Source: an optimization exercise on an open RTL-to-GDS flow (aim: small area, a short achievable clock period and few clock cycles per item). Production flows keep margins and buffers that such runs may drop. Only simulation tests tie the RTL to the original design; equivalence was not proved.

Design complex_mult_pipe, start of the top module:
module complex_mult_pipe #(
  parameter int IN0_W    = 16,
  parameter int IN0_FRAC = 8,
  parameter int IN1_W    = 12,
  parameter int IN1_FRAC = 10,
  parameter int OUT_W    = 16,
  parameter int OUT_FRAC = 8,
  parameter int ROUND    = 1
) (
  input  logic             CLK,
  input  logic             RST_N,
  input  logic             IN_VALID,
  output logic             IN_READY,
  input  logic             CONJ,
  input  logic [IN0_W-1:0] IN0_Real,
  input  logic [IN0_W-1:0] IN0_Img,
  input  logic [IN1_W-1:0] IN1_Real,
  input  logic [IN1_W-1:0] IN1_Img,
  output logic             OUT_VALID,
  input  logic             OUT_READY,
  output logic [OUT_W-1:0] OUT_Real,
  output logic [OUT_W-1:0] OUT_Img,
  output logic             OVF
);
Settings: LEC_CHECK=0, CAP_MARGIN=20, CORE_MARGIN=2, CORE_UTILIZATION=40, PLACE_DENSITY=0.5, SETUP_SLACK_MARGIN=3.0, SLEW_MARGIN=20; clock period 6.5 ns.
standard.sh (not shown) runs the stock make flow with config.mk's settings and CLKGATE_MAP_FILE= SYNTH_SCRIPT=/design/flow/synth_recipe.tcl, a recipe that flattens the netlist after the stock synthesis.
==> flow/flow/run.sh <==
#!/bin/bash
set -euo pipefail
cp standard.sh standard_sh.log
export BUFFER_PORTS_ARGS="-buffer_cell sky130_fd_sc_hd__buf_2"
bash standard.sh synth > synth.log 2>&1
NET=orfs/results/sky130hd/complex_mult_pipe/base/1_2_yosys.v
cp "$NET" yosys_before_invpush.v.log
python3 flow/invpush.py "$NET" > invpush.log 2>&1
bash standard.sh > standard.log 2>&1
Other scripts of this flow, unchanged in this note and not shown: flow/flow/invpush.py
Testbench counts at the start, summed over its fixed seeds: cycles 16,024, items 16,000.
Edit:
--- a/flow/design.v
+++ b/flow/design.v
@@ -1166,33 +1166,30 @@
   assign im_s999 = t_q843 ^ t_q844;
   assign im_c1000 = t_q843 & t_q844;
   assign im_s1001 = t_q845 ^ t_q846;
   assign im_c1002 = t_q845 & t_q846;
   logic [28:0] re_a, re_b, im_a, im_b, re_s, im_s;
   assign re_a = {re_c950, re_c948, re_c946, re_c944, re_c942, re_c940, re_c938, re_c936, re_c934, re_c932, re_c930, re_c928, re_c926, re_c924, re_c922, re_c920, re_c918, re_c916, re_c914, re_c912, re_c910, re_c908, re_c906, re_c904, re_s903, 1'b0, 1'b0, 1'b0, 1'b0};
   assign re_b = {re_s951, re_s949, re_s947, re_s945, re_s943, re_s941, re_s939, re_s937, re_s935, re_s933, re_s931, re_s929, re_s927, re_s925, re_s923, re_s921, re_s919, re_s917, re_s915, re_s913, re_s911, re_s909, re_s907, re_s905, re_s847, 1'b0, 1'b0, 1'b0, 1'b0};
   assign im_a = {im_c1000, im_c998, im_c996, im_c994, im_c992, im_c990, im_c988, im_c986, im_c984, im_c982, im_c980, im_c978, im_c976, im_c974, im_c972, im_c970, im_c968, im_c966, im_c964, im_c962, im_c960, im_c958, im_c956, im_c954, im_s953, 1'b0, 1'b0, 1'b0, 1'b0};
   assign im_b = {im_s1001, im_s999, im_s997, im_s995, im_s993, im_s991, im_s989, im_s987, im_s985, im_s983, im_s981, im_s979, im_s977, im_s975, im_s973, im_s971, im_s969, im_s967, im_s965, im_s963, im_s961, im_s959, im_s957, im_s955, im_s875, 1'b0, 1'b0, 1'b0, 1'b0};
   assign re_s = re_a + re_b;
   assign im_s = im_a + im_b;
-  logic sat_r_d, sat_i_d;
-  assign sat_r_d = ~((&re_s[28:25]) | ~(|re_s[28:25]));
-  assign sat_i_d = ~((&im_s[28:25]) | ~(|im_s[28:25]));
-  logic [15:0] yr_q, yi_q;
-  logic        sr_q, si_q, sat_r, sat_i, sat_q;
+  logic [18:0] yr_q, yi_q;
   always_ff @(posedge CLK) begin
     if (!stall) begin
-      yr_q <= re_s[25:10]; yi_q <= im_s[25:10];
-      sr_q <= re_s[28]; si_q <= im_s[28];
-      sat_r <= sat_r_d; sat_i <= sat_i_d;
+      yr_q <= re_s[28:10]; yi_q <= im_s[28:10];
     end
   end
+  logic sat_r, sat_i, sat_q;
+  assign sat_r = ~((&yr_q[18:15]) | ~(|yr_q[18:15]));
+  assign sat_i = ~((&yi_q[18:15]) | ~(|yi_q[18:15]));
   assign sat_q = sat_r | sat_i;
-  assign OUT_Real = sat_r ? {sr_q, {15{~sr_q}}} : yr_q;
-  assign OUT_Img  = sat_i ? {si_q, {15{~si_q}}} : yi_q;
+  assign OUT_Real = sat_r ? {yr_q[18], {15{~yr_q[18]}}} : yr_q[15:0];
+  assign OUT_Img  = sat_i ? {yi_q[18], {15{~yi_q[18]}}} : yi_q[15:0];
   logic ovf_q;
   always_ff @(posedge CLK or negedge RST_N) begin
     if (!RST_N) ovf_q <= 1'b0;
     else if (OUT_VALID && OUT_READY && sat_q) ovf_q <= 1'b1;
   end
   assign OVF = ovf_q | sat_q;
 endmodule
After rerunning:
- The new run produced a clean layout
- sequential share of layout area shrinks by 0.10 points
- wire length came out higher by a few percent
- count of clock-buffer cells in the layout is higher by 9
- register-to-register slack hardly moves
- synthesized area rises slightly
- first-iteration DRC count goes up by about a fifth
- maximum frequency is about the same
- final area rises slightly
- worst setup slack is about the same
- hold slack gets worse by 0.0090 ns
Testbench counts after the change, summed over its fixed seeds: cycles 16,024, items 16,000.


Starting RTL as in the previous note.
==> flow/design.v (excerpt) <==
module complex_mult_pipe #(
  parameter int IN0_W    = 16,
  parameter int IN0_FRAC = 8,
  parameter int IN1_W    = 12,
  parameter int IN1_FRAC = 10,
  parameter int OUT_W    = 16,
  parameter int OUT_FRAC = 8,
  parameter int ROUND    = 1
) (
  input  logic             CLK,
  input  logic             RST_N,
  input  logic             IN_VALID,
  output logic             IN_READY,
  input  logic             CONJ,
  input  logic [IN0_W-1:0] IN0_Real,
  input  logic [IN0_W-1:0] IN0_Img,
  input  logic [IN1_W-1:0] IN1_Real,
  input  logic [IN1_W-1:0] IN1_Img,
  output logic             OUT_VALID,
  input  logic             OUT_READY,
  output logic [OUT_W-1:0] OUT_Real,
  output logic [OUT_W-1:0] OUT_Img,
  output logic             OVF
);
export LEC_CHECK = 0
export CAP_MARGIN = 20
export CORE_MARGIN = 2
export CORE_UTILIZATION = 40
export PLACE_DENSITY = 0.6
export SETUP_SLACK_MARGIN = 3.0
export SLEW_MARGIN = 20
create_clock -name core_clock -period 6.5 [get_ports {CLK}]
Scripts as last shown in full above: flow/flow/run.sh
Other scripts of this flow, unchanged in this note and not shown: flow/flow/invpush.py
Testbench counts at the start, summed over its fixed seeds: cycles 16,024, items 16,000.
Then changed:
--- a/flow/design.v
+++ b/flow/design.v
@@ -1169,30 +1169,27 @@
   assign im_c1002 = t_q845 & t_q846;
   logic [28:0] re_a, re_b, im_a, im_b, re_s, im_s;
   assign re_a = {re_c950, re_c948, re_c946, re_c944, re_c942, re_c940, re_c938, re_c936, re_c934, re_c932, re_c930, re_c928, re_c926, re_c924, re_c922, re_c920, re_c918, re_c916, re_c914, re_c912, re_c910, re_c908, re_c906, re_c904, re_s903, 1'b0, 1'b0, 1'b0, 1'b0};
   assign re_b = {re_s951, re_s949, re_s947, re_s945, re_s943, re_s941, re_s939, re_s937, re_s935, re_s933, re_s931, re_s929, re_s927, re_s925, re_s923, re_s921, re_s919, re_s917, re_s915, re_s913, re_s911, re_s909, re_s907, re_s905, re_s847, 1'b0, 1'b0, 1'b0, 1'b0};
   assign im_a = {im_c1000, im_c998, im_c996, im_c994, im_c992, im_c990, im_c988, im_c986, im_c984, im_c982, im_c980, im_c978, im_c976, im_c974, im_c972, im_c970, im_c968, im_c966, im_c964, im_c962, im_c960, im_c958, im_c956, im_c954, im_s953, 1'b0, 1'b0, 1'b0, 1'b0};
   assign im_b = {im_s1001, im_s999, im_s997, im_s995, im_s993, im_s991, im_s989, im_s987, im_s985, im_s983, im_s981, im_s979, im_s977, im_s975, im_s973, im_s971, im_s969, im_s967, im_s965, im_s963, im_s961, im_s959, im_s957, im_s955, im_s875, 1'b0, 1'b0, 1'b0, 1'b0};
   assign re_s = re_a + re_b;
   assign im_s = im_a + im_b;
-  logic sat_r_d, sat_i_d;
-  assign sat_r_d = ~((&re_s[28:25]) | ~(|re_s[28:25]));
-  assign sat_i_d = ~((&im_s[28:25]) | ~(|im_s[28:25]));
-  logic [15:0] yr_q, yi_q;
-  logic        sr_q, si_q, sat_r, sat_i, sat_q;
+  logic [18:0] yr_q, yi_q;
   always_ff @(posedge CLK) begin
     if (!stall) begin
-      yr_q <= re_s[25:10]; yi_q <= im_s[25:10];
-      sr_q <= re_s[28]; si_q <= im_s[28];
-      sat_r <= sat_r_d; sat_i <= sat_i_d;
+      yr_q <= re_s[28:10]; yi_q <= im_s[28:10];
     end
   end
+  logic sat_r, sat_i, sat_q;
+  assign sat_r = ~((&yr_q[18:15]) | ~(|yr_q[18:15]));
+  assign sat_i = ~((&yi_q[18:15]) | ~(|yi_q[18:15]));
   assign sat_q = sat_r | sat_i;
-  assign OUT_Real = sat_r ? {sr_q, {15{~sr_q}}} : yr_q;
-  assign OUT_Img  = sat_i ? {si_q, {15{~si_q}}} : yi_q;
+  assign OUT_Real = sat_r ? {yr_q[18], {15{~yr_q[18]}}} : yr_q[15:0];
+  assign OUT_Img  = sat_i ? {yi_q[18], {15{~yi_q[18]}}} : yi_q[15:0];
   logic ovf_q;
   always_ff @(posedge CLK or negedge RST_N) begin
     if (!RST_N) ovf_q <= 1'b0;
     else if (OUT_VALID && OUT_READY && sat_q) ovf_q <= 1'b1;
   end
   assign OVF = ovf_q | sat_q;
 endmodule
Critical path depth fell by 1.
Hold slack barely changes.
Non-clock buffer count fell by 33.
Final area fell by 0.82%.
Wire length rose by 3.1%.
Worst setup slack loses 0.0087 ns.
Area after synthesis rose by 1.4%.
Testbench counts after the change, summed over its fixed seeds: cycles 16,024, items 16,000.

-- re-timing with driven ports --
How much do the figures lean on ideal ports? The routed layouts below were timed once more, with nothing changed but the port constraints.
Step 1 sets driving cells, clkbuf_16 on the clock port and buf_2 on the other inputs (assumed; they add their load-dependent delay and slew).
Step 2 times the ports against the registers' clock, not the clock port: input delays grow and output delays shrink by t, the midpoint of the rising clock arrivals with the driver on.
Three values: no drivers, after step 1, after step 2; two values: the first two.
run | t (ns) | setup WS [ns] | worst setup path at the end | clock arrival spread, ns
the first run of note 1 | 0.653 | 2.964 / 2.964 / 2.485 | input to register | 0.041 / 0.041
the second run of note 1 | 0.625 | 2.965 / 2.965 / 2.691 | input to register | 0.043 / 0.043
the first run of note 2 | 0.623 | 3.005 / 3.005 / 2.592 | input to register | 0.039 / 0.039
the second run of note 2 | 0.627 | 2.996 / 2.996 / 2.759 | input to register | 0.029 / 0.029
After both steps every run listed still meets setup and hold. The setup slack of the first run of note 1, which loses most, moves by 0.000 ns with the drivers and by -0.479 ns with both steps.
